This design comes from an exercise in tuning for small area, a short achievable clock period and few clock cycles per item on the open sky130 flow, not from production work. Only simulation tests tie the RTL to the original design; equivalence was not proved. No activity file was given, so power comes from the tool's default toggle rates.

==> flow/design.v (outline; a module is shown in full before it is edited, if it fits) <==
// module rv32_add: 30 lines
// module rv32_alu_pipe: 40 lines
// module rv32_booth_enc: 16 lines
// module rv32_mul_pipe: 33 lines
// module rv32_clz32: 33 lines
// module rv32_div: 92 lines
// module rv32_mul_tree: 1767 lines
// module rv32_result_merge: 107 lines
// module rv32_exec_cluster: 123 lines
module rv32_exec_cluster (
    input  logic                   clk_i,
    input  logic                   rst_n_i,
    input  logic                   issue_valid_i,
    input  rv32_isa_pkg::exec_op_e issue_op_i,
    input  logic [32-1:0]       issue_a_i,
    input  logic [32-1:0]       issue_b_i,
    input  rv32_flow_pkg::tag_t    issue_tag_i,
    output logic                   issue_credit_o,
    input  logic                   res_credit_i,
    output logic                   res_valid_o,
    output rv32_flow_pkg::tag_t    res_tag_o,
    output logic [32-1:0]       res_data_o
);
  // ...
==> flow/flow/run.sh <==
#!/bin/bash
# The standard layout, with its timing repair aimed further below the clock
# period than config.mk's settings allow (a setup margin of 5.4 ns).
set -euo pipefail
bash standard.sh SETUP_SLACK_MARGIN=5.4 finish > standard_flow.log 2>&1
==> flow/standard.sh <==
#!/bin/bash
# synth_recipe.tcl (not shown) runs the flow's synth.tcl, then flattens the netlist and writes it again
# the make line also repeats each setting of config.mk as NAME=value (left out here)
make -C /OpenROAD-flow-scripts/flow DESIGN_CONFIG=/design/flow/config.mk WORK_HOME=/design/flow/orfs CLKGATE_MAP_FILE= SYNTH_SCRIPT=/design/flow/synth_recipe.tcl "${@:-finish}"
==> flow/config.mk <==
export PLATFORM = sky130hd
export DESIGN_NAME = rv32_exec_cluster
export DESIGN_NICKNAME = rv32_exec_cluster
export VERILOG_FILES = /design/flow/design.v
export SDC_FILE = /design/flow/constraint.sdc
export NUM_CORES = 4
export LEC_CHECK = 0
export CAP_MARGIN = 20
export CORE_MARGIN = 2
export CORE_UTILIZATION = 30
export SLEW_MARGIN = 20
==> flow/constraint.sdc <==
create_clock -name core_clock -period 10.0 [get_ports {clk_i}]
set_input_delay 2.0000 -clock core_clock [delete_from_list [all_inputs] [get_ports {clk_i}]]
set_output_delay 2.0000 -clock core_clock [all_outputs]
set_load 0.01 [all_outputs]
==> reports/results.ini, run 1 <==
[min_path]
hp-start=i_mhi

[layout]
multi_input_area_um2=45600
inverters=691
final_common_cell=xnor2_1
biggestRegsByFlops=rv32_result_merge_i.d_a_o x128, rv32_result_merge_i.d_b_o x128, rv32_mul_pipe_i.m_s x64
nets=7683
syn2layout_area_growth_pct=14.9
seq_area_um2=16400

[detailed_routing]
drcViolationCount=0
num_vias=56682

[global_route]
grt-busiest-layer=met2
grt_antenna_before_repair=18
overflow=0

[timing]
worst_pin_slew_ns=1.22
timing.final.ws_setup_ns=5.29
whs_ns=0.326
hold_viol_final=0

[setup_path]
critPathRequiredTime_ns=10.64
slowest_delay_ns=0.58
r2r-start=rv32_result_merge_i.d_pick_o[0]

[synthesis]
synth_cell_types=98
yosysTopAreaCell=fa_1
synth_compound_area_frac=0.174
ys_seq_area_frac=0.248

[cts]
htree_num_levels=3
clkLatencyLatePin_ns=0.75

[outcome]
status=finished clean

[place]
dpl.hpwl_um=184000

Testbench counts, summed over its fixed seeds: cycles 12,930, items 12,000.
==> run 2: changes to the inputs <==
==> flow/flow/run.sh (replaced) <==
#!/bin/bash
# The standard layout, with its timing repair aimed further below the clock
# period than config.mk's settings allow (a setup margin of 5.6 ns).
set -euo pipefail
bash standard.sh SETUP_SLACK_MARGIN=5.6 finish > standard_flow.log 2>&1
--- a/flow/config.mk
+++ b/flow/config.mk
@@ -7,5 +7,5 @@
 export LEC_CHECK = 0
 export CAP_MARGIN = 20
 export CORE_MARGIN = 2
-export CORE_UTILIZATION = 30
+export CORE_UTILIZATION = 40
 export SLEW_MARGIN = 20
==> reports/results.ini, run 2 <==
[outcome]
status=finished clean

[timing]
rsz0062_at_grt=true
hold_viol_final=0  ; unchanged
worst_pin_slew_ns=1.15  ; -0.0731 ns
final.setup_skew_ns=0.0707
period_needed_ns=4.65
slew_violations=0
setup_viol=0
timing.setup.tns_ns=0
slew_headroom=0.227
fmax_ghz=0.215
fin_crit_sh=0.465

[layout]
final_cell_mix=xnor2_1, inv_1, a22oi_1
nets=7875  ; +2.5%
drive_above_1_share=0.161
final_common_cell=xnor2_1
final_util=0.479
fillers=14949
biggestRegsByFlops=rv32_result_merge_i.d_a_o x128, rv32_result_merge_i.d_b_o x128, rv32_mul_pipe_i.m_s x64
syn2layout_area_growth_pct=19.1

[synthesis]
yosysTopAreaCell=fa_1
synth_area_um2=65500
synth_nets=7753
synth_area_leaders=fa_1, edfxtp_1, xnor2_1
synth_cell_types=98  ; unchanged
ys_seq_area_frac=0.248  ; unchanged
synth.top_cell.area_share=0.157
yosys_most_used_dff=dfxtp_1
async_flop_share=0
synth_edf_count=321
ys_ff_latch=651
yosysMostFrequentCell=xnor2_1
synth_cells=6819
yosysWarningCount=12
postSynthAreaPerCell_um2=9.61
synth_common_cells=xnor2_1, inv_1, a22oi_1

[min_path]
hp-start=i_mhi
min_path_type=reg2reg

[detailed_routing]
via_per_inst=6.40
num_vias=58770  ; +3.7%
drcViolationCount=0  ; unchanged
dr.pass1.iters=11
drt_iter0_markers=7776
postRouteWirelength_um=291000
final_antenna_net_count=0
wire_per_inst_um=31.7

[global_route]
overflow=0  ; unchanged
grt_antenna_before_repair=13  ; -5
grt_max_degree=75
grt_pass1_vias=57227
grt_pass1_wl_um=392000
grt_usage=0.318

[cts]
clockBufferDepth=3
clkLatencyLatePin_ns=0.74  ; about the same
clkSinkCount=651
cts_hold_buf=0
cts_buffers=79
htree_num_levels=3  ; unchanged
tritoncts=yes
cts_root_buf=clkbuf_16
cts.reportedPaths.clkPinSlew_ns=0.06

[place]
finalWeightedCongestion=0.998
port_buffers=114
dpl.hpwl_um=177000  ; -3.6%

[power]
p_leak_nw=31.2
power.density_nw_per_um2=324
peakVddDrop_v=0.000347

[floorplanning]
dieArea_um2=167000
io_pins=115
rows=148
die_w_um=409
coreArea_um2=163000
start_util=0.402
die_h_um=409

[setup_path]
critPathArrivalTime_ns=5.28
worstSetupPathType=reg2reg
crit_path_start=rv32_result_merge_i.d_pick_o[0]
crit_path_end=rv32_div_i.d[21]
r2r-start=rv32_result_merge_i.d_pick_o[0]
ff2ff_setup_slack_ns=5.35
worstSetupStartpointType=flip-flop
end_kind=flip-flop
r2r_end=rv32_div_i.d[21]
path_max_fanout=16
reg2reg_depth=18
critPathRequiredTime_ns=10.63  ; about the same

[flow_run]
cap_violations=0

## run 2: cells by family (layout without fill, tap and decap cells)
logic type,count (synthesis),count (layout),share of synthesized area
compound gates,1665,1666,0.174
buf+inv,1242,1424,0.0721
simple gates,1189,1191,0.0862
xor+xnor,890,890,0.119
fa+ha+maj,857,857,0.223
flops,651,651,0.248
mux,325,325,0.0782
other cells,0,7,0
## run 2: critical path: stages, from the launching register on
cell	delay, ns
dfxtp_4	0.43
buf_6	0.16
buf_12	0.16
buf_4	0.12
mux4_2	0.55
nor2_2	0.30
and4_4	0.30
o211ai_4	0.10
nor4_4	0.35
o22ai_4	0.12
fa_2	0.46
a21o_1	0.25
a21oi_4	0.19
buf_6	0.14
xor2_4	0.18
buf_12	0.18
nand2_2	0.11
or3_1	0.36
o221ai_1	0.08
## run 2: repair_timing
action	CTS	global route
setup buffers	107	155
cloned	19	45
gates resized for setup	411	278
pin swaps	56	58
endpoints found under the setup margin	425	252
## run 2: power by group
part / internal, mW / switching, mW
logic: 7.17 / 10.9
registers: 3.78 / 0.494
clock network: 1.69 / 1.29
## run 2: metal layers
metal / GRT usage / up-vias / routed length (um)
met2: 0.495 / 4245 / 126000
met5: 0.00172 / - / 494
li1: - / 24157 / -
met4: 0.208 / 18 / 25800
met1: 0.386 / 29061 / 103000
met3: 0.0871 / 1289 / 36600
## run 2: layout make-up
class                           count  area (um2)  area share
Sequential cell                   651       16400       0.211
Timing Repair Buffer              591        7470      0.0958
Multi-Input combinational cell   4929       46000       0.590
Clock buffer                      100        2140      0.0274
Inverter                          689        2670      0.0342
Antenna cell                        7        17.5    0.000225
Clock inverter                     44         512     0.00656
Tap cell                         2175        2720      0.0349
## run 2: worst min path at each step
| stage | endpoint | slack (ns) | cells after the start |
|---|---|---|---|
| after global routing | rv32_mul_pipe_i.m_hi | 0.34 | 0 |
| after detailed placement | rv32_mul_pipe_i.m_hi | 0.32 | 0 |
| final | rv32_mul_pipe_i.m_hi | 0.33 | 0 |
| after CTS | rv32_mul_pipe_i.m_hi | 0.33 | 0 |
| after global placement | rv32_mul_pipe_i.m_hi | 0.31 | 0 |
| after floorplan | rv32_mul_pipe_i.m_hi | 0.31 | 0 |
## run 2: stage by stage
stage	total power [mW]	hold WS (ns)	worst slack (ns)	instances	area [um2]
2_1_floorplan	15.0	0.310	5.59	6819	65700
6_report	25.3	0.330	5.35	9186	78000
4_1_cts	24.2	0.333	5.43	8979	74300
3_5_place_dp	20.5	0.315	3.30	8709	68600
5_1_grt	27.1	0.344	5.19	9180	78000
3_3_place_gp	20.2	0.312	3.46	8709	68600
==> module rv32_booth_enc, before the edit <==
module rv32_booth_enc (
    input  logic [32:0] y_i,
    output logic [16:0]    one_o,
    output logic [16:0]    two_o,
    output logic [16:0]    neg_o
);
    logic [32+2:0] ye;   
    assign ye = {y_i[32], y_i, 1'b0};
    always_comb begin
        for (int j = 0; j < 17; j++) begin
            one_o[j] = ye[2*j+1] ^ ye[2*j];
            two_o[j] = (ye[2*j+2] & ~ye[2*j+1] & ~ye[2*j]) | (~ye[2*j+2] & ye[2*j+1] & ye[2*j]);
            neg_o[j] = ye[2*j+2];
        end
    end
endmodule
==> module rv32_div, before the edit <==
module rv32_div (
    input  logic                                       clk_i,
    input  logic                                       rst_n_i,
    input  logic                                       any_i,     
    input  rv32_flow_pkg::slot_t                       pick_i,    
    input  logic [rv32_flow_pkg::NSLOT-1:0][32-1:0] a_i,       
    input  logic [rv32_flow_pkg::NSLOT-1:0][32-1:0] b_i,       
    input  logic [rv32_flow_pkg::NSLOT-1:0]            negq_i,
    input  logic [rv32_flow_pkg::NSLOT-1:0]            negr_i,
    input  logic [rv32_flow_pkg::NSLOT-1:0]            rem_i,
    output logic                                       start_o,   
    output logic                                       fin_o,     
    output rv32_flow_pkg::slot_t                       fin_slot_o,
    output logic [32-1:0]                           res_o
);
    rv32_flow_pkg::dv_state_e state;
    logic                 start;
    logic [32-1:0]     pa, pb;
    logic [5:0]           za, zb, sh;
    logic                 div0, qzero;
    logic [32-1:0]     r, q, d;
    logic [3:0]           cnt;
    logic                 negq, negr, is_rem;
    logic [1:0]           qq;
    logic [32-1:0]     r_nx;
    logic [32-1:0]     fin_val;
    logic                 fin_neg;
    assign start   = any_i && (state != rv32_flow_pkg::DV_ITER);
    assign start_o = start;
    assign pa = a_i[pick_i];
    assign pb = b_i[pick_i];
    rv32_clz32 rv32_clz32_a (.x_i(pa), .n_o(za));
    rv32_clz32 rv32_clz32_b (.x_i(pb), .n_o(zb));
    assign div0  = (zb == 6'd32);
    assign qzero = (zb < za);
    assign sh    = zb - za;
    logic [32-1:0] t1;
    logic [32:0]   t2;
    logic [32+1:0] t3, c3s, c3c;
    logic             ge1, ge2, ge3;
    rv32_add #(.W(32)) rv32_add_t1 (.a_i(r), .b_i(~d), .ci_i(1'b1), .s_o(t1), .co_o(ge1));
    rv32_add #(.W(32+1)) rv32_add_t2 (.a_i({1'b0, r}), .b_i(~{d, 1'b0}), .ci_i(1'b1),
                                         .s_o(t2), .co_o(ge2));
    assign c3s = {2'b0, r} ^ ~{2'b0, d} ^ ~{1'b0, d, 1'b0};
    assign c3c = ({2'b0, r} & ~{2'b0, d}) | ({2'b0, r} & ~{1'b0, d, 1'b0}) | (~{2'b0, d} & ~{1'b0, d, 1'b0});
    rv32_add #(.W(32+2)) rv32_add_t3 (.a_i(c3s), .b_i({c3c[32:0], 1'b1}), .ci_i(1'b1),
                                         .s_o(t3), .co_o(ge3));
    always_comb begin
        if (ge3)      begin qq = 2'd3; r_nx = t3[32-1:0]; end
        else if (ge2) begin qq = 2'd2; r_nx = t2[32-1:0]; end
        else if (ge1) begin qq = 2'd1; r_nx = t1; end
        else          begin qq = 2'd0; r_nx = r; end
    end
    always_ff @(posedge clk_i) begin
        if (!rst_n_i) begin
            state <= rv32_flow_pkg::DV_IDLE;
        end else if (start) begin
            state <= (div0 || qzero) ? rv32_flow_pkg::DV_FIN : rv32_flow_pkg::DV_ITER;
        end else if (state == rv32_flow_pkg::DV_ITER) begin
            if (cnt == 4'd0) state <= rv32_flow_pkg::DV_FIN;
        end else begin
            state <= rv32_flow_pkg::DV_IDLE;
        end
    end
    always_ff @(posedge clk_i) begin
        if (start) begin
            fin_slot_o <= pick_i;
            negq       <= negq_i[pick_i] && !div0;
            negr       <= negr_i[pick_i];
            is_rem     <= rem_i[pick_i];
        end
    end
    always_ff @(posedge clk_i) begin
        if (start) begin
            r   <= pa;
            q   <= div0 ? '1 : '0;
            d   <= pb << {sh[4:1], 1'b0};
            cnt <= sh[4:1];
        end else begin
            r   <= r_nx;
            q   <= {q[32-3:0], qq};
            d   <= {2'b0, d[32-1:2]};
            cnt <= cnt - 4'd1;
        end
    end
    assign fin_o   = (state == rv32_flow_pkg::DV_FIN);
    assign fin_val = is_rem ? r : q;
    assign fin_neg = is_rem ? negr : negq;
    logic fin_co;
    rv32_add #(.W(32)) rv32_add_fin (.a_i(fin_val ^ {32{fin_neg}}), .b_i('0), .ci_i(fin_neg),
                                        .s_o(res_o), .co_o(fin_co));
endmodule
==> module rv32_result_merge, before the edit <==
module rv32_result_merge (
    input  logic                                       clk_i,
    input  logic                                       rst_n_i,
    input  logic                                       x_valid_i,
    input  logic                                       x_done_i,    
    input  logic                                       x_div_i,     
    input  logic [32-1:0]                           x_a_i,
    input  logic [32-1:0]                           x_b_i,
    input  logic                                       x_negq_i,
    input  logic                                       x_negr_i,
    input  logic                                       x_rem_i,
    input  rv32_flow_pkg::tag_t                        x_tag_i,
    output rv32_flow_pkg::slot_t                       x_slot_o,
    input  logic                                       m_valid_i,
    input  rv32_flow_pkg::slot_t                       m_slot_i,
    input  logic [32-1:0]                           m_data_i,
    output logic                                       d_any_o,     
    output rv32_flow_pkg::slot_t                       d_pick_o,    
    output logic [rv32_flow_pkg::NSLOT-1:0][32-1:0] d_a_o,
    output logic [rv32_flow_pkg::NSLOT-1:0][32-1:0] d_b_o,
    output logic [rv32_flow_pkg::NSLOT-1:0]            d_negq_o,
    output logic [rv32_flow_pkg::NSLOT-1:0]            d_negr_o,
    output logic [rv32_flow_pkg::NSLOT-1:0]            d_rem_o,
    input  logic                                       d_start_i,   
    input  logic                                       d_fin_i,
    input  rv32_flow_pkg::slot_t                       d_slot_i,
    input  logic [32-1:0]                           d_data_i,
    input  logic                                       res_credit_i,
    output logic                                       res_valid_o,
    output rv32_flow_pkg::tag_t                        res_tag_o,
    output logic [32-1:0]                           res_data_o,
    output logic                                       issue_credit_o
);
    localparam int NS = rv32_flow_pkg::NSLOT;
    logic [NS-1:0]          busy, done, dwait;
    logic [NS-1:0]          busy_nx, done_nx, dwait_nx;
    rv32_flow_pkg::tag_t    tag [NS];
    rv32_flow_pkg::credit_t credits;   
    rv32_flow_pkg::slot_t   out_slot, out_nx, pick_nx;
    logic                   pop;
    always_comb begin
        x_slot_o = '0;
        for (int i = NS - 1; i >= 0; i--) if (!busy[i]) x_slot_o = rv32_flow_pkg::slot_t'(i);
    end
    assign pop = (done != '0) && (credits != '0);
    always_comb begin
        busy_nx  = busy;
        done_nx  = done;
        dwait_nx = dwait;
        if (pop) begin
            busy_nx[out_slot] = 1'b0;
            done_nx[out_slot] = 1'b0;
        end
        if (d_start_i) dwait_nx[d_pick_o] = 1'b0;
        if (m_valid_i) done_nx[m_slot_i] = 1'b1;
        if (d_fin_i)   done_nx[d_slot_i] = 1'b1;
        if (x_valid_i) begin
            busy_nx[x_slot_o]  = 1'b1;
            done_nx[x_slot_o]  = x_done_i;
            dwait_nx[x_slot_o] = x_div_i;
        end
        out_nx  = '0;
        pick_nx = '0;
        for (int i = NS - 1; i >= 0; i--) begin
            if (done_nx[i])  out_nx  = rv32_flow_pkg::slot_t'(i);
            if (dwait_nx[i]) pick_nx = rv32_flow_pkg::slot_t'(i);
        end
    end
    always_ff @(posedge clk_i) begin
        if (!rst_n_i) begin
            busy    <= '0;
            done    <= '0;
            dwait   <= '0;
            credits <= '0;
        end else begin
            busy    <= busy_nx;
            done    <= done_nx;
            dwait   <= dwait_nx;
            credits <= credits + rv32_flow_pkg::credit_t'(res_credit_i) - rv32_flow_pkg::credit_t'(pop);
        end
    end
    always_ff @(posedge clk_i) begin
        out_slot <= out_nx;
        d_pick_o <= pick_nx;
    end
    assign d_any_o = (dwait != '0);
    always_ff @(posedge clk_i) begin
        for (int i = 0; i < NS; i++) begin
            if (x_valid_i && x_slot_o == rv32_flow_pkg::slot_t'(i)) begin
                d_a_o[i]    <= x_a_i;
                d_b_o[i]    <= x_b_i;
                d_negq_o[i] <= x_negq_i;
                d_negr_o[i] <= x_negr_i;
                d_rem_o[i]  <= x_rem_i;
                tag[i]      <= x_tag_i;
            end else if (m_valid_i && m_slot_i == rv32_flow_pkg::slot_t'(i)) begin
                d_a_o[i]    <= m_data_i;
            end else if (d_fin_i && d_slot_i == rv32_flow_pkg::slot_t'(i)) begin
                d_a_o[i]    <= d_data_i;
            end
        end
    end
    assign res_valid_o    = pop;
    assign res_tag_o      = tag[out_slot];
    assign res_data_o     = d_a_o[out_slot];
    assign issue_credit_o = pop;
endmodule
==> module rv32_exec_cluster, before the edit <==
module rv32_exec_cluster (
    input  logic                   clk_i,
    input  logic                   rst_n_i,
    input  logic                   issue_valid_i,
    input  rv32_isa_pkg::exec_op_e issue_op_i,
    input  logic [32-1:0]       issue_a_i,
    input  logic [32-1:0]       issue_b_i,
    input  rv32_flow_pkg::tag_t    issue_tag_i,
    output logic                   issue_credit_o,
    input  logic                   res_credit_i,
    output logic                   res_valid_o,
    output rv32_flow_pkg::tag_t    res_tag_o,
    output logic [32-1:0]       res_data_o
);
    localparam int NS = rv32_flow_pkg::NSLOT;
    logic                   i_valid, i_mul, i_div, i_mhi, i_sx;
    rv32_isa_pkg::exec_op_e i_op;
    logic [32-1:0]       i_a, i_b;
    rv32_flow_pkg::tag_t    i_tag;
    logic [16:0]            i_bone, i_btwo, i_bneg;
    logic [16:0]            e_one, e_two, e_neg;
    rv32_booth_enc rv32_booth_enc_i (.y_i({(issue_op_i == rv32_isa_pkg::OP_MULH) && issue_b_i[32-1],
                                           issue_b_i}),
                                     .one_o(e_one),
                                     .two_o(e_two),
                                     .neg_o(e_neg));
    always_ff @(posedge clk_i) begin
        if (!rst_n_i) i_valid <= 1'b0;
        else          i_valid <= issue_valid_i;
    end
    always_ff @(posedge clk_i) begin
        i_op   <= issue_op_i;
        i_a    <= issue_a_i;
        i_b    <= issue_b_i;
        i_tag  <= issue_tag_i;
        i_mul  <= rv32_isa_pkg::is_muldiv(issue_op_i) && !issue_op_i[2];
        i_div  <= rv32_isa_pkg::is_muldiv(issue_op_i) && issue_op_i[2];
        i_mhi  <= (issue_op_i[1:0] != 2'b00);
        i_sx   <= (issue_op_i != rv32_isa_pkg::OP_MULHU) && issue_a_i[32-1];
        i_bone <= e_one;
        i_btwo <= e_two;
        i_bneg <= e_neg;
    end
    logic                 div_signed;
    logic [32-1:0]     alu_res, abs_a, abs_b, x_a;
    rv32_flow_pkg::slot_t x_slot;
    assign div_signed = !i_op[0];
    rv32_alu_pipe rv32_alu_pipe_i (.op_i(i_op), .a_i(i_a), .b_i(i_b), .res_o(alu_res));
    logic neg_a, neg_b, abs_a_co, abs_b_co;
    assign neg_a = div_signed && i_a[32-1];
    assign neg_b = div_signed && i_b[32-1];
    rv32_add #(.W(32)) rv32_add_abs_a (.a_i(i_a ^ {32{neg_a}}), .b_i('0), .ci_i(neg_a),
                                          .s_o(abs_a), .co_o(abs_a_co));
    rv32_add #(.W(32)) rv32_add_abs_b (.a_i(i_b ^ {32{neg_b}}), .b_i('0), .ci_i(neg_b),
                                          .s_o(abs_b), .co_o(abs_b_co));
    assign x_a   = i_div ? abs_a : alu_res;
    logic                 m_valid;
    rv32_flow_pkg::slot_t m_slot;
    logic [32-1:0]     m_data;
    rv32_mul_pipe rv32_mul_pipe_i (.clk_i(clk_i),
                                   .rst_n_i(rst_n_i),
                                   .valid_i(i_valid && i_mul),
                                   .hi_i(i_mhi),
                                   .x_i({i_sx, i_a}),
                                   .one_i(i_bone),
                                   .two_i(i_btwo),
                                   .neg_i(i_bneg),
                                   .slot_i(x_slot),
                                   .valid_o(m_valid),
                                   .slot_o(m_slot),
                                   .res_o(m_data));
    logic                     d_any, d_start;
    rv32_flow_pkg::slot_t     d_pick;
    logic [NS-1:0]            d_negq, d_negr, d_rem;
    logic [NS-1:0][32-1:0] d_a, d_b;
    logic                     d_fin;
    rv32_flow_pkg::slot_t     d_slot;
    logic [32-1:0]         d_data;
    rv32_div rv32_div_i (.clk_i(clk_i),
                         .rst_n_i(rst_n_i),
                         .any_i(d_any),
                         .pick_i(d_pick),
                         .a_i(d_a),
                         .b_i(d_b),
                         .negq_i(d_negq),
                         .negr_i(d_negr),
                         .rem_i(d_rem),
                         .start_o(d_start),
                         .fin_o(d_fin),
                         .fin_slot_o(d_slot),
                         .res_o(d_data));
    rv32_result_merge rv32_result_merge_i (.clk_i(clk_i),
                                           .rst_n_i(rst_n_i),
                                           .x_valid_i(i_valid),
                                           .x_done_i(!i_mul && !i_div),
                                           .x_div_i(i_div),
                                           .x_a_i(x_a),
                                           .x_b_i(abs_b),
                                           .x_negq_i(div_signed && (i_a[32-1] ^ i_b[32-1])),
                                           .x_negr_i(div_signed && i_a[32-1]),
                                           .x_rem_i(i_op[1]),
                                           .x_tag_i(i_tag),
                                           .x_slot_o(x_slot),
                                           .m_valid_i(m_valid),
                                           .m_slot_i(m_slot),
                                           .m_data_i(m_data),
                                           .d_any_o(d_any),
                                           .d_pick_o(d_pick),
                                           .d_a_o(d_a),
                                           .d_b_o(d_b),
                                           .d_negq_o(d_negq),
                                           .d_negr_o(d_negr),
                                           .d_rem_o(d_rem),
                                           .d_start_i(d_start),
                                           .d_fin_i(d_fin),
                                           .d_slot_i(d_slot),
                                           .d_data_i(d_data),
                                           .res_credit_i(res_credit_i),
                                           .res_valid_o(res_valid_o),
                                           .res_tag_o(res_tag_o),
                                           .res_data_o(res_data_o),
                                           .issue_credit_o(issue_credit_o));
endmodule
==> run 3: changes to the inputs <==
--- a/flow/design.v
+++ b/flow/design.v
@@ -118,7 +118,7 @@
         for (int j = 0; j < 17; j++) begin
             one_o[j] = ye[2*j+1] ^ ye[2*j];
             two_o[j] = (ye[2*j+2] & ~ye[2*j+1] & ~ye[2*j]) | (~ye[2*j+2] & ye[2*j+1] & ye[2*j]);
-            neg_o[j] = ye[2*j+2];
+            neg_o[j] = ye[2*j+2] & ~(ye[2*j+1] & ye[2*j]);   
         end
     end
 endmodule
@@ -198,6 +198,7 @@
     input  logic [rv32_flow_pkg::NSLOT-1:0]            negq_i,
     input  logic [rv32_flow_pkg::NSLOT-1:0]            negr_i,
     input  logic [rv32_flow_pkg::NSLOT-1:0]            rem_i,
+    input  logic [rv32_flow_pkg::NSLOT-1:0][3:0]       sh_i,      
     output logic                                       start_o,   
     output logic                                       fin_o,     
     output rv32_flow_pkg::slot_t                       fin_slot_o,
@@ -206,8 +207,7 @@
     rv32_flow_pkg::dv_state_e state;
     logic                 start;
     logic [32-1:0]     pa, pb;
-    logic [5:0]           za, zb, sh;
-    logic                 div0, qzero;
+    logic [3:0]           psh;
     logic [32-1:0]     r, q, d;
     logic [3:0]           cnt;
     logic                 negq, negr, is_rem;
@@ -217,13 +217,9 @@
     logic                 fin_neg;
     assign start   = any_i && (state != rv32_flow_pkg::DV_ITER);
     assign start_o = start;
-    assign pa = a_i[pick_i];
-    assign pb = b_i[pick_i];
-    rv32_clz32 rv32_clz32_a (.x_i(pa), .n_o(za));
-    rv32_clz32 rv32_clz32_b (.x_i(pb), .n_o(zb));
-    assign div0  = (zb == 6'd32);
-    assign qzero = (zb < za);
-    assign sh    = zb - za;
+    assign pa    = a_i[pick_i];
+    assign pb    = b_i[pick_i];
+    assign psh   = sh_i[pick_i];
     logic [32-1:0] t1;
     logic [32:0]   t2;
     logic [32+1:0] t3, c3s, c3c;
@@ -245,7 +241,7 @@
         if (!rst_n_i) begin
             state <= rv32_flow_pkg::DV_IDLE;
         end else if (start) begin
-            state <= (div0 || qzero) ? rv32_flow_pkg::DV_FIN : rv32_flow_pkg::DV_ITER;
+            state <= rv32_flow_pkg::DV_ITER;
         end else if (state == rv32_flow_pkg::DV_ITER) begin
             if (cnt == 4'd0) state <= rv32_flow_pkg::DV_FIN;
         end else begin
@@ -255,21 +251,26 @@
     always_ff @(posedge clk_i) begin
         if (start) begin
             fin_slot_o <= pick_i;
-            negq       <= negq_i[pick_i] && !div0;
+            negq       <= negq_i[pick_i];
             negr       <= negr_i[pick_i];
             is_rem     <= rem_i[pick_i];
         end
     end
     always_ff @(posedge clk_i) begin
         if (start) begin
-            r   <= pa;
-            q   <= div0 ? '1 : '0;
-            d   <= pb << {sh[4:1], 1'b0};
-            cnt <= sh[4:1];
+            r <= pa;
+        end else if (state == rv32_flow_pkg::DV_ITER) begin
+            r <= r_nx;
+        end
+    end
+    always_ff @(posedge clk_i) begin
+        if (start) begin
+            d   <= pb << {psh, 1'b0};
+            q   <= '0;
+            cnt <= psh;
         end else begin
-            r   <= r_nx;
-            q   <= {q[32-3:0], qq};
             d   <= {2'b0, d[32-1:2]};
+            q   <= {q[32-3:0], qq};
             cnt <= cnt - 4'd1;
         end
     end
@@ -2059,6 +2060,7 @@
     input  logic                                       x_negq_i,
     input  logic                                       x_negr_i,
     input  logic                                       x_rem_i,
+    input  logic [3:0]                                 x_sh_i,      
     input  rv32_flow_pkg::tag_t                        x_tag_i,
     output rv32_flow_pkg::slot_t                       x_slot_o,
     input  logic                                       m_valid_i,
@@ -2071,6 +2073,7 @@
     output logic [rv32_flow_pkg::NSLOT-1:0]            d_negq_o,
     output logic [rv32_flow_pkg::NSLOT-1:0]            d_negr_o,
     output logic [rv32_flow_pkg::NSLOT-1:0]            d_rem_o,
+    output logic [rv32_flow_pkg::NSLOT-1:0][3:0]       d_sh_o,
     input  logic                                       d_start_i,   
     input  logic                                       d_fin_i,
     input  rv32_flow_pkg::slot_t                       d_slot_i,
@@ -2142,6 +2145,7 @@
                 d_negq_o[i] <= x_negq_i;
                 d_negr_o[i] <= x_negr_i;
                 d_rem_o[i]  <= x_rem_i;
+                d_sh_o[i]   <= x_sh_i;
                 tag[i]      <= x_tag_i;
             end else if (m_valid_i && m_slot_i == rv32_flow_pkg::slot_t'(i)) begin
                 d_a_o[i]    <= m_data_i;
@@ -2171,7 +2175,7 @@
     output logic [32-1:0]       res_data_o
 );
     localparam int NS = rv32_flow_pkg::NSLOT;
-    logic                   i_valid, i_mul, i_div, i_mhi, i_sx;
+    logic                   i_valid, i_mul, i_div, i_mhi, i_sx, i_nega, i_negb;
     rv32_isa_pkg::exec_op_e i_op;
     logic [32-1:0]       i_a, i_b;
     rv32_flow_pkg::tag_t    i_tag;
@@ -2195,23 +2199,30 @@
         i_div  <= rv32_isa_pkg::is_muldiv(issue_op_i) && issue_op_i[2];
         i_mhi  <= (issue_op_i[1:0] != 2'b00);
         i_sx   <= (issue_op_i != rv32_isa_pkg::OP_MULHU) && issue_a_i[32-1];
+        i_nega <= !issue_op_i[0] && issue_a_i[32-1];
+        i_negb <= !issue_op_i[0] && issue_b_i[32-1];
         i_bone <= e_one;
         i_btwo <= e_two;
         i_bneg <= e_neg;
     end
-    logic                 div_signed;
     logic [32-1:0]     alu_res, abs_a, abs_b, x_a;
     rv32_flow_pkg::slot_t x_slot;
-    assign div_signed = !i_op[0];
     rv32_alu_pipe rv32_alu_pipe_i (.op_i(i_op), .a_i(i_a), .b_i(i_b), .res_o(alu_res));
-    logic neg_a, neg_b, abs_a_co, abs_b_co;
-    assign neg_a = div_signed && i_a[32-1];
-    assign neg_b = div_signed && i_b[32-1];
-    rv32_add #(.W(32)) rv32_add_abs_a (.a_i(i_a ^ {32{neg_a}}), .b_i('0), .ci_i(neg_a),
+    logic abs_a_co, abs_b_co;
+    rv32_add #(.W(32)) rv32_add_abs_a (.a_i(i_a ^ {32{i_nega}}), .b_i('0), .ci_i(i_nega),
                                           .s_o(abs_a), .co_o(abs_a_co));
-    rv32_add #(.W(32)) rv32_add_abs_b (.a_i(i_b ^ {32{neg_b}}), .b_i('0), .ci_i(neg_b),
+    rv32_add #(.W(32)) rv32_add_abs_b (.a_i(i_b ^ {32{i_negb}}), .b_i('0), .ci_i(i_negb),
                                           .s_o(abs_b), .co_o(abs_b_co));
-    assign x_a   = i_div ? abs_a : alu_res;
+    assign x_a   = !i_div ? alu_res : x_short ? short_res : abs_a;
+    logic [5:0]       za, zb, zd;
+    logic             x_div0, x_short;
+    logic [32-1:0] short_res;
+    rv32_clz32 rv32_clz32_a (.x_i(abs_a), .n_o(za));
+    rv32_clz32 rv32_clz32_b (.x_i(abs_b), .n_o(zb));
+    assign zd        = zb - za;
+    assign x_div0    = (zb == 6'd32);
+    assign x_short   = x_div0 || (zb < za);
+    assign short_res = i_op[1] ? i_a : {32{x_div0}};
     logic                 m_valid;
     rv32_flow_pkg::slot_t m_slot;
     logic [32-1:0]     m_data;
@@ -2230,6 +2241,7 @@
     logic                     d_any, d_start;
     rv32_flow_pkg::slot_t     d_pick;
     logic [NS-1:0]            d_negq, d_negr, d_rem;
+    logic [NS-1:0][3:0]       d_sh;
     logic [NS-1:0][32-1:0] d_a, d_b;
     logic                     d_fin;
     rv32_flow_pkg::slot_t     d_slot;
@@ -2243,6 +2255,7 @@
                          .negq_i(d_negq),
                          .negr_i(d_negr),
                          .rem_i(d_rem),
+                         .sh_i(d_sh),
                          .start_o(d_start),
                          .fin_o(d_fin),
                          .fin_slot_o(d_slot),
@@ -2250,13 +2263,14 @@
     rv32_result_merge rv32_result_merge_i (.clk_i(clk_i),
                                            .rst_n_i(rst_n_i),
                                            .x_valid_i(i_valid),
-                                           .x_done_i(!i_mul && !i_div),
-                                           .x_div_i(i_div),
+                                           .x_done_i(!i_mul && !(i_div && !x_short)),
+                                           .x_div_i(i_div && !x_short),
                                            .x_a_i(x_a),
                                            .x_b_i(abs_b),
-                                           .x_negq_i(div_signed && (i_a[32-1] ^ i_b[32-1])),
-                                           .x_negr_i(div_signed && i_a[32-1]),
+                                           .x_negq_i(i_nega ^ i_negb),
+                                           .x_negr_i(i_nega),
                                            .x_rem_i(i_op[1]),
+                                           .x_sh_i(zd[4:1]),
                                            .x_tag_i(i_tag),
                                            .x_slot_o(x_slot),
                                            .m_valid_i(m_valid),
@@ -2269,6 +2283,7 @@
                                            .d_negq_o(d_negq),
                                            .d_negr_o(d_negr),
                                            .d_rem_o(d_rem),
+                                           .d_sh_o(d_sh),
                                            .d_start_i(d_start),
                                            .d_fin_i(d_fin),
                                            .d_slot_i(d_slot),
==> flow/flow/run.sh (replaced) <==
#!/bin/bash
# The standard layout, with its timing repair aimed further below the clock
# period than config.mk's settings allow (a setup margin of 5.8 ns).
set -euo pipefail
bash standard.sh SETUP_SLACK_MARGIN=5.8 finish > standard_flow.log 2>&1
==> reports/results.ini, run 3 <==
[outcome]
status=finished clean

[timing]
hold_viol_final=0  ; unchanged
period_needed_ns=5.86  ; +1.21 ns
timing.setup.tns_ns=0  ; unchanged
worst_pin_slew_ns=1.25  ; +0.0999 ns
whs_ns=0.365  ; +0.0347 ns
rsz0062_at_grt=true
final.setup_skew_ns=0.0493  ; -0.0214 ns
fin_crit_sh=0.586  ; +0.121
setup_viol=0  ; unchanged
fmax_ghz=0.171  ; -21%
slew_violations=0  ; unchanged
timing.final.ws_setup_ns=4.14  ; -1.21 ns
slew_headroom=0.157  ; -0.0699

[flow_run]
cap_violations=0  ; unchanged

[detailed_routing]
num_vias=60766  ; +3.4%
wire_per_inst_um=30.8  ; -2.9%
drt_iter0_markers=8165  ; +5.0%
final_antenna_net_count=0  ; unchanged
via_per_inst=6.28  ; -1.8%
dr.pass1.iters=7  ; -4
drcViolationCount=0  ; unchanged
postRouteWirelength_um=298000  ; +2.3%

[setup_path]
critical-path-slowest-cell=or4_4
crit_chain=or4b_4 -> and2_4 -> or4_4 -> buf_8 -> nor2_2 -> xnor2_1 -> a221oi_1 -> nor4_2 -> o31ai_1 -> o211a_1 -> o211ai_1 -> buf_4 -> fa_2 -> a21o_1 -> a21oi_2 -> o21bai_2 -> a21oi_4 -> buf_12 -> nor2_4 -> a221o_1 -> a221oi_4 -> o21ai_1
r2r_end=rv32_result_merge_i.d_a_o[0]
critPathRequiredTime_ns=10.46  ; -0.17 ns
ff2ff_setup_slack_ns=4.14  ; -1.21 ns
slowest_delay_ns=0.59  ; +0.04 ns
reg2reg_depth=22  ; +4
critPathArrivalTime_ns=6.32  ; +1.04 ns
worstSetupStartpointType=flip-flop
end_kind=flip-flop
r2r-start=i_nega
path_max_fanout=6  ; -10
worstSetupPathType=reg2reg

[synthesis]
yosys_most_used_dff=dfxtp_1
synth_nets=8220  ; +6.0%
synth_cell_types=105  ; +7.1%
synth_edf_count=337  ; +5.0%
yosysTopAreaCell=fa_1
synth_area_um2=68900  ; +5.3%
synth_area_leaders=fa_1, edfxtp_1, dfxtp_1
yosysWarningCount=12  ; unchanged
synth_common_cells=inv_1, a22oi_1, fa_1
ys_ff_latch=684  ; +5.1%
postSynthAreaPerCell_um2=9.48  ; -1.4%
async_flop_share=0  ; unchanged
synth_cells=7276  ; +6.7%
ys_seq_area_frac=0.248  ; -0.000468
synth.top_cell.area_share=0.150  ; -0.00785
yosysMostFrequentCell=inv_1

[min_path]
holdPathStages=0  ; unchanged
whs_endpoint=rv32_mul_pipe_i.m_hi
hp-start=i_mhi
min_path_type=reg2reg

[cts]
cts_root_buf=clkbuf_16
clkSinkCount=684  ; +5.1%
cts_buffers=83  ; +5.1%
cts_hold_buf=0  ; unchanged
htree_num_levels=3  ; unchanged
clkLatencyLatePin_ns=0.75  ; about the same
clockBufferDepth=3  ; unchanged
tritoncts=yes
cts.reportedPaths.clkPinSlew_ns=0.06  ; about the same

[global_route]
grt_max_degree=74  ; -1.3%
overflow=0  ; unchanged
grt_usage=0.333  ; +0.0153
grt_pass1_wl_um=425000  ; +8.5%
grt_antenna_before_repair=27  ; +14
grt_pass1_vias=59690  ; +4.3%

[floorplanning]
rows=152  ; +2.7%
die_h_um=419  ; +2.6%
start_util=0.402  ; about the same
die_w_um=419  ; +2.6%
io_pins=115  ; unchanged
dieArea_um2=176000  ; +5.2%
coreArea_um2=171000  ; +5.3%

[power]
total_power_mw=22.0  ; -13%
p_leak_nw=32.2  ; +3.3%
power.density_nw_per_um2=270  ; -17%
peakVddDrop_v=0.000539  ; +55%

[layout]
final_cell_mix=inv_1, a22oi_1, xnor2_1
nets=8226  ; +4.5%
syn2layout_area_growth_pct=18.2
seq_area_um2=17300  ; +5.0%
drive_above_1_share=0.193  ; +0.0325
final_common_cell=inv_1
multi_input_area_um2=49000  ; +6.5%
biggestRegsByFlops=rv32_result_merge_i.d_a_o x128, rv32_result_merge_i.d_b_o x128, rv32_mul_pipe_i.m_s x64
fillers=15668  ; +4.8%

[place]
dpl.hpwl_um=191000  ; +7.8%
finalWeightedCongestion=1.00  ; +0.18%
pre_cts_slack_ns=2.31  ; -0.988 ns
port_buffers=114  ; unchanged

-- run 3: cell types whose count changed after synthesis, moves of 38 or more --
cell and change:
xor2_1 +244, a21oi_1 +53, o21ai_0 +46, o21ai_1 +39
xnor2_1 -265, inv_1 +48, clkbuf_1 +38, and2_1 +39
a211oi_1 +40
-- run 3: stage by stage --
step / std cells / util / instance area [um2]
final: 9677 / 0.476 / 81500
after global routing: 9665 / 0.475 / 81500
after CTS: 9592 / 0.467 / 80000
after detailed placement: 9230 / 0.421 / 72200
after global placement: 9230 / 0.421 / 72200
after floorplan: 7276 / - / 69900
-- run 3: cell type report --
type                    count  share of cell area
multi-input cells        5247               0.601
repair buffers            538              0.0819
well taps                2310              0.0355
clock buffers             105              0.0286
inverters                 728              0.0338
diodes                     15            0.000461
clock inverters            50             0.00660
flip-flops and latches    684               0.212
-- run 3: critical path, delay by kind of cell (launching register included) --
kind | cells | cell delay (ns)
DFF | 1 | 0.40
xor gates and xnor gates | 1 | 0.11
and+or+nand+nor | 6 | 1.59
AOI/OAI and AO/OA | 11 | 2.57
adders and majority gates | 1 | 0.37
buffers and inverters | 3 | 0.50
-- run 3: worst max path at each step --
stage               startpoint                        endpoint  slack (ns)  depth (start not counted)
floorplan               i_nega    rv32_result_merge_i.d_a_o[0]        3.75                         31
global placement     i_bone[0]   rv32_result_merge_i.d_a_o[56]        2.47                         24
detailed placement   i_bone[0]  rv32_result_merge_i.d_a_o[115]        2.31                         24
CTS                     i_nega    rv32_result_merge_i.d_a_o[0]        4.30                         24
global route            i_nega   rv32_result_merge_i.d_a_o[64]        3.93                         23
finish                  i_nega    rv32_result_merge_i.d_a_o[0]        4.14                         22
-- run 3: cell families (layout without fill, tap and decap cells) --
| family | after synthesis | after routing | synth area share |
|---|---|---|---|
| AO/OA/AOI/OAI | 1850 | 1853 | 0.181 |
| adder cells (fa/ha/maj) | 867 | 867 | 0.213 |
| flip-flops | 684 | 684 | 0.248 |
| multiplexers | 363 | 363 | 0.0813 |
| AND/OR/NAND/NOR | 1291 | 1292 | 0.0911 |
| other | 1 | 16 | 0.0000544 |
| XOR/XNOR | 871 | 871 | 0.111 |
| buffers and inverters | 1349 | 1421 | 0.0743 |
-- run 3: per-layer routing --
| layer | vias up | track usage | share of wire |
|---|---|---|---|
| met5 | - | 0.00250 | 0.00094 |
| met4 | 31 | 0.229 | 0.084 |
| met3 | 1108 | 0.111 | 0.12 |
| met2 | 4164 | 0.484 | 0.42 |
| met1 | 29911 | 0.417 | 0.37 |
| li1 | 25552 | - | - |
-- run 3: where the power goes --
part / internal, mW / switching (mW)
sequential: 3.65 / 0.323
combinational: 5.74 / 9.06
clock: 1.84 / 1.41
-- run 3: repair_timing --
action                     in CTS  in global routing
pin swaps                     223                136
setup endpoints to repair     323                299
setup buffers                 171                 61
resized for setup             771                230
gates cloned                   36                  7
Testbench counts of run 3, summed over its fixed seeds: cycles 12,584, items 12,000.

## what the ideal ports hide
Ports are ideal in the flow. The routed layouts listed here were re-timed in OpenROAD.
Step 1: set_driving_cell puts a clkbuf_16 on clk_i and a buf_2 on each other input, an assumption about the parent block.
Step 2, shift: input delay + t, output delay - t, t = (earliest + latest rising clock arrival at the registers) / 2. This alone moves slack from input paths to output paths.
Three values: no drivers, after step 1, after step 2; two values: the first two.
run | shift t [ns] | setup WS [ns] | worst setup path after step 2 | latest minus earliest clock arrival (ns)
run 1 | 0.814 | 5.293 / 5.293 / 5.293 | register to register | 0.046 / 0.046
run 2 | 0.785 | 5.351 / 5.351 / 5.351 | register to register | 0.070 / 0.070
run 3 | 0.815 | 4.143 / 4.143 / 4.143 | register to register | 0.049 / 0.049
After both steps setup and hold are still met in every run listed.
